From an optimization exercise on the open Yosys and OpenROAD flow, aimed at small area, a short achievable clock period and few clock cycles; shortcuts taken in it are not production practice. The RTL was checked by simulation tests, not by an equivalence proof against the original design. No activity file was given, so power comes from the tool's default toggle rates.

**flow/constraint.sdc**
```tcl
create_clock -name core_clock -period 8.0 [get_ports {aclk}]
set_input_delay 1.6000 -clock core_clock [delete_from_list [all_inputs] [get_ports {aclk}]]
set_output_delay 1.6000 -clock core_clock [all_outputs]
set_load 0.01 [all_outputs]
```
**flow/design.v**
```verilog
package read_bmap_row_pkg;
    typedef logic [31:0] fix16_t;
    typedef logic [15:0] pixel_t;
    typedef enum logic [1:0] {
        ST_IDLE,
        ST_ISSUE,
        ST_DRAIN
    } state_t;
    typedef struct packed {
        logic last;
        logic reuse;
        logic upper;
    } tag_t;
    function automatic logic [15:0] hw_sel(input logic [31:0] word, input logic upper);
        hw_sel = upper ? word[31:16] : word[15:0];
    endfunction
endpackage
module read_bmap_fifo #(
    parameter int DEPTH = 4,
    parameter int WIDTH = 32
) (
    input  logic             clk,
    input  logic             rst,
    input  logic             push,
    input  logic [WIDTH-1:0] din,
    input  logic             pop,
    output logic [WIDTH-1:0] dout,
    output logic             empty
);
    localparam int AW = (DEPTH > 1) ? $clog2(DEPTH) : 1;
    logic [WIDTH-1:0] r_mem [DEPTH];
    logic [AW-1:0]    r_wr;
    logic [AW-1:0]    r_rd;
    logic [AW:0]      r_cnt;
    logic             w_full;
    logic             w_push;
    logic             w_pop;
    function automatic logic [AW-1:0] nxt(input logic [AW-1:0] p);
        nxt = (p == AW'(DEPTH - 1)) ? '0 : p + AW'(1);
    endfunction
    assign empty  = (r_cnt == '0);
    assign w_full = (r_cnt == (AW+1)'(DEPTH));
    assign w_pop  = pop && !empty;
    assign w_push = push && (!w_full || w_pop);
    assign dout   = r_mem[r_rd];
    always_ff @(posedge clk) begin
        if (rst) begin
            r_wr  <= '0;
            r_rd  <= '0;
            r_cnt <= '0;
        end else begin
            if (w_push) r_wr <= nxt(r_wr);
            if (w_pop)  r_rd <= nxt(r_rd);
            r_cnt <= r_cnt + (AW+1)'(w_push) - (AW+1)'(w_pop);
        end
    end
    always_ff @(posedge clk) begin
        if (w_push) r_mem[r_wr] <= din;
    end
endmodule
module read_bmap_row #(
    parameter int DATA_WIDTH  = 32,
    parameter int ADDR_WIDTH  = 32,
    parameter int PIXEL_WIDTH = 16,
    parameter int PIPE_LEN    = 4
) (
    input  logic                   aclk,
    input  logic                   areset,
    input  logic                   req,
    input  logic [ADDR_WIDTH-1:0]  fb_base_in,
    input  logic [31:0]            wmod_in,
    input  logic [31:0]            xcur_in,
    input  logic [31:0]            ycur_in,
    input  logic [31:0]            hdx_in,
    input  logic [31:0]            hdy_in,
    input  logic [31:0]            cnt_in,
    output logic                   mem_req,
    output logic                   mem_we,
    output logic [ADDR_WIDTH-1:0]  mem_addr,
    output logic [DATA_WIDTH-1:0]  mem_wdata,
    input  logic [DATA_WIDTH-1:0]  mem_rdata,
    input  logic                   mem_resp,
    output logic [PIXEL_WIDTH-1:0] pixel,
    output logic                   pix_valid,
    input  logic                   pix_ready,
    output logic                   pix_last,
    output logic                   busy,
    output logic                   done
);
    localparam int CW = $clog2(PIPE_LEN + 1);
    read_bmap_row_pkg::state_t                r_state;
    logic [ADDR_WIDTH-1:0] r_base;
    logic [31:0]           r_wmod;
    read_bmap_row_pkg::fix16_t                r_x;
    read_bmap_row_pkg::fix16_t                r_y;
    read_bmap_row_pkg::fix16_t                r_hdx;
    read_bmap_row_pkg::fix16_t                r_hdy;
    logic [31:0]           r_cnt;
    logic [31:0]           r_issued;
    logic [31:0]           r_acc;
    logic [CW-1:0]         r_infl;
    logic                  r_mem_req;
    logic [ADDR_WIDTH-1:0] r_mem_addr;
    logic                  r_busy;
    logic                  r_done;
    logic [DATA_WIDTH-1:0] r_held;
    logic [31:0]           w_prod;
    logic [ADDR_WIDTH-1:0] w_byte;
    logic [ADDR_WIDTH-1:0] w_waddr;
    logic                  w_reuse;
    logic                  w_issue;
    logic                  w_accept;
    logic                  w_pix_vld;
    read_bmap_row_pkg::tag_t                  w_tag_in;
    read_bmap_row_pkg::tag_t                  w_tag;
    logic                  w_tag_empty;
    logic [DATA_WIDTH-1:0] w_dat;
    logic                  w_dat_empty;
    logic [DATA_WIDTH-1:0] w_word;
    read_bmap_row_pkg::pixel_t                w_pix;
    assign w_prod  = 32'(r_y[31:16]) * r_wmod;
    assign w_byte  = r_base + ADDR_WIDTH'(w_prod) + ADDR_WIDTH'({r_x[31:16], 1'b0});
    assign w_waddr = w_byte >> 2;
    assign w_reuse = 1'b0;
    assign w_issue  = (r_state == read_bmap_row_pkg::ST_ISSUE) && ((r_infl < CW'(PIPE_LEN)) || w_accept);
    assign w_accept = w_pix_vld && pix_ready;
    assign w_tag_in.last  = (r_issued == r_cnt - 32'd1);
    assign w_tag_in.reuse = w_reuse;
    assign w_tag_in.upper = w_byte[1];
    read_bmap_fifo #(.DEPTH(PIPE_LEN), .WIDTH(3)) u_tag_fifo (
        .clk   (aclk),
        .rst   (areset),
        .push  (w_issue),
        .din   (w_tag_in),
        .pop   (w_accept),
        .dout  (w_tag),
        .empty (w_tag_empty)
    );
    read_bmap_fifo #(.DEPTH(PIPE_LEN), .WIDTH(DATA_WIDTH)) u_dat_fifo (
        .clk   (aclk),
        .rst   (areset),
        .push  (mem_resp && (r_state != read_bmap_row_pkg::ST_IDLE)),
        .din   (mem_rdata),
        .pop   (w_accept && !w_tag.reuse),
        .dout  (w_dat),
        .empty (w_dat_empty)
    );
    assign w_pix_vld = !w_tag_empty && (w_tag.reuse || !w_dat_empty);
    assign w_word    = w_tag.reuse ? r_held : w_dat;
    assign w_pix     = read_bmap_row_pkg::hw_sel(32'(w_word), w_tag.upper);
    assign pixel     = w_pix_vld ? PIXEL_WIDTH'(w_pix) : '0;
    assign pix_valid = w_pix_vld;
    assign pix_last  = w_pix_vld && w_tag.last;
    assign mem_req   = r_mem_req;
    assign mem_addr  = r_mem_addr;
    assign mem_we    = 1'b0;
    assign mem_wdata = '0;
    assign busy      = r_busy;
    assign done      = r_done;
    always_ff @(posedge aclk) begin
        if (areset) begin
            r_state    <= read_bmap_row_pkg::ST_IDLE;
            r_base     <= '0;
            r_wmod     <= '0;
            r_x        <= '0;
            r_y        <= '0;
            r_hdx      <= '0;
            r_hdy      <= '0;
            r_cnt      <= '0;
            r_issued   <= '0;
            r_acc      <= '0;
            r_infl     <= '0;
            r_mem_req  <= 1'b0;
            r_mem_addr <= '0;
            r_busy     <= 1'b0;
            r_done     <= 1'b0;
            r_held     <= '0;
        end else begin
            r_done    <= 1'b0;
            r_mem_req <= 1'b0;
            r_infl    <= r_infl + CW'(w_issue) - CW'(w_accept);
            if (w_accept && !w_tag.reuse) r_held <= w_dat;
            if (w_accept) r_acc <= r_acc + 32'd1;
            if (w_issue) begin
                r_x       <= r_x + r_hdx;
                r_y       <= r_y + r_hdy;
                r_issued  <= r_issued + 32'd1;
                r_mem_req <= !w_reuse;
                if (!w_reuse) r_mem_addr <= w_waddr;
            end
            case (r_state)
                read_bmap_row_pkg::ST_IDLE: begin
                    if (req) begin
                        r_base   <= fb_base_in;
                        r_wmod   <= wmod_in;
                        r_x      <= xcur_in;
                        r_y      <= ycur_in;
                        r_hdx    <= hdx_in;
                        r_hdy    <= hdy_in;
                        r_cnt    <= cnt_in;
                        r_issued <= '0;
                        r_acc    <= '0;
                        r_busy   <= 1'b1;
                        r_state  <= (cnt_in == 32'd0) ? read_bmap_row_pkg::ST_DRAIN : read_bmap_row_pkg::ST_ISSUE;
                    end
                end
                read_bmap_row_pkg::ST_ISSUE: begin
                    if (w_issue && (r_issued + 32'd1 == r_cnt)) r_state <= read_bmap_row_pkg::ST_DRAIN;
                end
                read_bmap_row_pkg::ST_DRAIN: begin
                    if (r_acc + 32'(w_accept) == r_cnt) begin
                        r_state <= read_bmap_row_pkg::ST_IDLE;
                        r_busy  <= 1'b0;
                        r_done  <= 1'b1;
                    end
                end
                default: r_state <= read_bmap_row_pkg::ST_IDLE;
            endcase
        end
    end
endmodule
```
**flow/run.sh**
```bash
#!/bin/bash
# synth_recipe.tcl (not shown) runs the flow's synth.tcl, then flattens the netlist and writes it again
# the make line also repeats each setting of config.mk as NAME=value (left out here)
make -C /OpenROAD-flow-scripts/flow DESIGN_CONFIG=/design/flow/config.mk WORK_HOME=/design/flow/orfs CLKGATE_MAP_FILE= SYNTH_SCRIPT=/design/flow/synth_recipe.tcl finish
```
**flow/config.mk**
```make
export PLATFORM = sky130hd
export DESIGN_NAME = read_bmap_row
export DESIGN_NICKNAME = read_bmap_row
export VERILOG_FILES = /design/flow/design.v
export SDC_FILE = /design/flow/constraint.sdc
export NUM_CORES = 4
export LEC_CHECK = 0
export CAP_MARGIN = 20
export CORE_MARGIN = 2
export CORE_UTILIZATION = 40
export SLEW_MARGIN = 20
```
==> impl_metrics.xml <==
<?xml version="1.0" encoding="UTF-8"?>
<metrics>
  <group name="status">
    <metric name="outcome" unit="">finished clean</metric>
  </group>
  <group name="cells_and_area">
    <metric name="design_area" unit="sq um">43300</metric>
    <metric name="areaGrowthSynthToFinish" unit="%">15.4</metric>
    <metric name="layout-drive-gt1-share" unit="%">4.75</metric>
    <metric name="final_nets" unit="">5183</metric>
    <metric name="final_cell_count_no_fill" unit="">5703</metric>
  </group>
  <group name="logic_synthesis">
    <metric name="synth-seq-cells" unit="">480</metric>
    <metric name="synth_area_in_adders" unit="%">24.4</metric>
    <metric name="yosys-mux-area-fraction" unit="%">2.92</metric>
    <metric name="ys_top_cells_by_area" unit="">fa_1, dfxtp_1, edfxtp_1</metric>
    <metric name="syn_inst" unit="">4244</metric>
    <metric name="simple_logic_cell_fraction_of_the_synthesized_area" unit="%">18.8</metric>
    <metric name="synth.distinct_cells" unit="">93</metric>
    <metric name="yosys_most_used_dff" unit="">dfxtp_1</metric>
    <metric name="post_synthesis_xor_xnor_area_fraction" unit="%">5.88</metric>
    <metric name="yosysSeqAreaShare" unit="%">29.2</metric>
    <metric name="syn_avg_cell_area" unit="sq um">8.84</metric>
    <metric name="synth_top_area_share" unit="%">18.9</metric>
    <metric name="synth_enable_flop_cells" unit="">136</metric>
    <metric name="synth.most_common_cell" unit="">nand2_1</metric>
    <metric name="syn-cell-area" unit="sq um">37500</metric>
    <metric name="async_set_or_reset_flop_fraction_in_the_synthesized_netlist" unit="%">0</metric>
    <metric name="synth_top_cell_by_area" unit="">fa_1</metric>
    <metric name="synth_top_family_by_area" unit="">adder cells</metric>
    <metric name="yosys-top-cells-count" unit="">nand2_1, inv_1, fa_1</metric>
    <metric name="yosys_warnings" unit="">3</metric>
    <metric name="synth_compound_area_share" unit="%">10.6</metric>
  </group>
  <group name="floorplanning">
    <metric name="core.rowCount" unit="">112</metric>
    <metric name="floorplan.io_pins" unit="">347</metric>
    <metric name="dieArea" unit="sq um">96200</metric>
    <metric name="dieHeight" unit="um">310</metric>
    <metric name="chipWidth" unit="um">310</metric>
    <metric name="initial_utilization" unit="%">40.3</metric>
    <metric name="core_area" unit="sq um">93200</metric>
  </group>
  <group name="route">
    <metric name="antenna_left" unit="">0</metric>
    <metric name="drt_pre_antenna_iters" unit="">5</metric>
    <metric name="vias_per_cell" unit="">5.16</metric>
    <metric name="drc" unit="">0</metric>
    <metric name="routedWlPerCell" unit="um">19.1</metric>
    <metric name="dr.first_iter.drc_count" unit="">2179</metric>
    <metric name="dr_total_vias" unit="">29400</metric>
    <metric name="routed_wirelength" unit="um">109000</metric>
  </group>
  <group name="setup_path">
    <metric name="critical_path.slowest_cell" unit="">dfxtp_1</metric>
    <metric name="worst_path_maximum_fanout" unit="">18</metric>
    <metric name="most_used_cell_along_the_critical_path" unit="">fa_1</metric>
    <metric name="timing.rr.end" unit="">r_mem_addr[29]$_SDFFE_PP0P_</metric>
    <metric name="crit_type" unit="">reg -&gt; reg</metric>
    <metric name="data_arrival_time_of_the_critical_path" unit="ns">7.61</metric>
    <metric name="critical_path_buf_inv_count" unit="">3</metric>
    <metric name="cp_cell_sequence" unit="">buf_4 &gt; and2_1 &gt; fa_1 &gt; fa_1 &gt; ha_1 &gt; fa_1 &gt; fa_1 &gt; inv_1 &gt; fa_1 &gt; inv_1 &gt; ha_1 &gt; or3_1 &gt; o311ai_1 &gt; o31ai_1 &gt; o21ai_1 &gt; o21ai_1 &gt; o22ai_1 &gt; nor2b_1 &gt; or3_1 &gt; a31oi_1</metric>
    <metric name="worst_path_largest_cell_delay" unit="ns">0.90</metric>
    <metric name="timing.critical_path.to_type" unit="">flop</metric>
    <metric name="critical-path-top-delay-family" unit="">adder cells</metric>
    <metric name="worst_r2r_startpoint" unit="">r_y[17]$_SDFF_PP0_</metric>
    <metric name="start_kind" unit="">flop</metric>
    <metric name="worst-r2r-setup-slack" unit="ns">0.97</metric>
    <metric name="crit_required" unit="ns">8.58</metric>
    <metric name="worst-r2r-cell-count" unit="">20</metric>
    <metric name="setup.worst_path.start" unit="">r_y[17]$_SDFF_PP0_</metric>
  </group>
  <group name="clocking">
    <metric name="clock_tree.htree_level_count" unit="">2</metric>
    <metric name="post_cts_resize_count" unit="">0</metric>
    <metric name="max-clock-path-buffers" unit="">3</metric>
    <metric name="clk_root_buffer_cell" unit="">clkbuf_16</metric>
    <metric name="cts_sinks" unit="">480</metric>
    <metric name="cts_tree" unit="">built</metric>
    <metric name="cts_inserted_buffers" unit="">55</metric>
    <metric name="cts.clk_slew.worst_paths" unit="ns">0.06</metric>
    <metric name="cts_post_setup_buffers_inserted" unit="">0</metric>
    <metric name="clock_latency" unit="ns">0.67</metric>
    <metric name="post_cts_hold_buffer_count" unit="">0</metric>
  </group>
  <group name="sta">
    <metric name="layout_worst_path_cycle_share" unit="%">87.9</metric>
    <metric name="fin_setup_tns" unit="ns">0</metric>
    <metric name="fin_crit" unit="ns">7.03</metric>
    <metric name="report.final.slew_viol_count" unit="">0</metric>
    <metric name="final.setup_skew" unit="ns">0.0287</metric>
    <metric name="setup-violations-final" unit="">0</metric>
    <metric name="setup_repair_after_global_routing_missed_its_margin" unit="">no</metric>
    <metric name="fmax" unit="MHz">142</metric>
    <metric name="tightestPinTransition" unit="ns">1.00</metric>
    <metric name="slew_headroom" unit="%">33.3</metric>
    <metric name="hold_viol_final" unit="">0</metric>
  </group>
  <group name="global_route">
    <metric name="grt_usage" unit="%">22.8</metric>
    <metric name="first_global_vias" unit="">29400</metric>
    <metric name="wire_length_of_the_first_global_routing_pass" unit="um">170000</metric>
    <metric name="grt_max_degree" unit="">134</metric>
    <metric name="global_route.overflow_total" unit="">0</metric>
    <metric name="grt_antenna_before_repair" unit="">9</metric>
  </group>
  <group name="place">
    <metric name="gpl.final_weighted_congestion" unit="">0.920</metric>
    <metric name="detailedPlacementHpwl" unit="um">83800</metric>
    <metric name="io_buffer_count" unit="">311</metric>
    <metric name="dp.cells" unit="">5601</metric>
    <metric name="place_area" unit="sq um">41400</metric>
  </group>
  <group name="pwr">
    <metric name="finalPower" unit="mW">8.24</metric>
    <metric name="irDropWorstVdd" unit="mV">0.151</metric>
    <metric name="p_leak" unit="nW">17.9</metric>
    <metric name="power_density" unit="nW/um^2">190</metric>
  </group>
  <group name="worst_hold_path">
    <metric name="min_from" unit="">r_mem_addr[10]$_SDFFE_PP0P_</metric>
    <metric name="hold-path-cell-count" unit="">2</metric>
    <metric name="hold_class" unit="">reg -&gt; reg</metric>
    <metric name="min_to" unit="">r_mem_addr[10]$_SDFFE_PP0P_</metric>
  </group>
  <group name="flow_run">
    <metric name="drv_cap" unit="">0</metric>
  </group>
</metrics>
==> metal layers <==
layer	share of wire (%)	wire [um]	global-route usage, %	vias up
li1	-	-	-	14100
met1	45	49500	31.4	14300
met2	44	48100	35.6	853
met3	8.2	8910	6.27	126
met4	2.2	2430	5.53	10
met5	0.065	71	0	-
==> worst reg2reg max path: stages, from the launching register on <==
cell and delay, ns:
dfxtp_1 0.90, buf_4 0.36, and2_1 0.18, fa_1 0.44, fa_1 0.49, ha_1 0.20, fa_1 0.47, fa_1 0.54
inv_1 0.05, fa_1 0.47, inv_1 0.05, ha_1 0.22, or3_1 0.40, o311ai_1 0.66, o31ai_1 0.27, o21ai_1 0.30
o21ai_1 0.14, o22ai_1 0.22, nor2b_1 0.10, or3_1 0.35, a31oi_1 0.16
==> where the power goes <==
group,internal [mW],switching [mW],total (mW)
clock network,1.50,1.10,2.60
registers,2.68,0.251,2.93
logic,1.15,1.55,2.71
total,5.34,2.90,8.24
==> cell type report <==
| cell class | count | area (sq um) |
|---|---|---|
| Clock buffer | 73 | 1530 |
| Antenna cell | 5 | 12.5 |
| Fill cell | 9031 | 49900 |
| Timing Repair Buffer | 355 | 3470 |
| Multi-Input combinational cell | 3034 | 23600 |
| Sequential cell | 480 | 11000 |
| Clock inverter | 24 | 299 |
| Tap cell | 1254 | 1570 |
| Inverter | 478 | 1800 |
==> logic make-up (layout without fill, tap and decap cells) <==
family,after synthesis,count (layout)
AOI/OAI and AO/OA,648,648
xor gates and xnor gates,252,252
adders and majority gates,518,518
buffers and inverters,764,930
DFF,480,480
muxes,67,67
other,1,40
and+or+nand+nor,1514,1514
==> cell usage in the layout, fill, tap and decap left out, types with 44 or more instances in the layout <==
cell type / netlist / final
a21oi_1: 315 / 314
and2_1: 179 / 178
nand2_1: 789 / 788
o21ai_0: 77 / 77
xor2_1: 103 / 103
dfxtp_1: 344 / 343
clkdlybuf4s50_1: 1 / 310
xnor2_1: 149 / 149
nand3_1: 48 / 48
clkbuf_16: 0 / 55
a21o_1: 44 / 44
fa_1: 354 / 354
inv_1: 477 / 476
edfxtp_1: 136 / 136
nor2_1: 220 / 220
ha_1: 164 / 164
==> sequential cells by signal, indices dropped and copies added, names as in the netlist, 3 cells and up, named ones only <==
name              flops
r_acc                32
r_base               32
r_cnt                32
r_hdx                32
r_hdy                32
r_infl                3
r_issued             32
r_mem_addr           30
r_wmod               32
r_x                  32
r_y                  32
u_dat_fifo.r_cnt      3
u_dat_fifo.r_mem    128
u_tag_fifo.r_cnt      3
u_tag_fifo.r_mem      8
==> worst max path at each step <==
stage,to,slack (ns),depth (start not counted)
5_1_grt,r_mem_addr[29]$_SDFFE_PP0P_,0.68,21
4_1_cts,r_mem_addr[29]$_SDFFE_PP0P_,1.10,20
2_1_floorplan,r_mem_addr[21]$_SDFFE_PP0P_,1.80,23
6_report,r_mem_addr[29]$_SDFFE_PP0P_,0.97,20
3_5_place_dp,r_mem_addr[29]$_SDFFE_PP0P_,1.07,20
3_3_place_gp,r_mem_addr[22]$_SDFFE_PP0P_,1.10,19
==> per-stage QoR <==
step           hold WS [ns]  util [%]  worst slack [ns]
2_1_floorplan         0.432         -              1.80
3_3_place_gp          0.441      44.5              1.10
3_5_place_dp          0.448      44.5              1.07
4_1_cts               0.456      46.4              1.10
5_1_grt               0.467      46.4             0.677
6_report              0.452      46.4             0.970
Testbench counts, summed over its fixed seeds: cycles 39,002.

[re-timing with driven ports]
Ports are ideal in the flow. The routed layout listed here was re-timed in OpenROAD. Step 1 sets driving cells, clkbuf_16 on the clock port and buf_2 on the other inputs (assumed; they add their load-dependent delay and slew). Step 2 also shifts input and output timing later by t, the mid clock arrival at the registers, as if the neighbouring blocks saw the same clock. a / b / c = ideal ports / drivers / drivers and shift; a / b = the first two.
t, ns: 0.728
slack for setup (ns): 0.970 / 0.970 / 0.970
slew at the worst register clock pin (ns): 0.08 / 0.08
worst slew at a driven data input, ns: 0.11
After both steps this run still meets setup and hold. For this run, drivers alone change the setup slack by 0.000 ns; drivers and shift together by 0.000 ns.
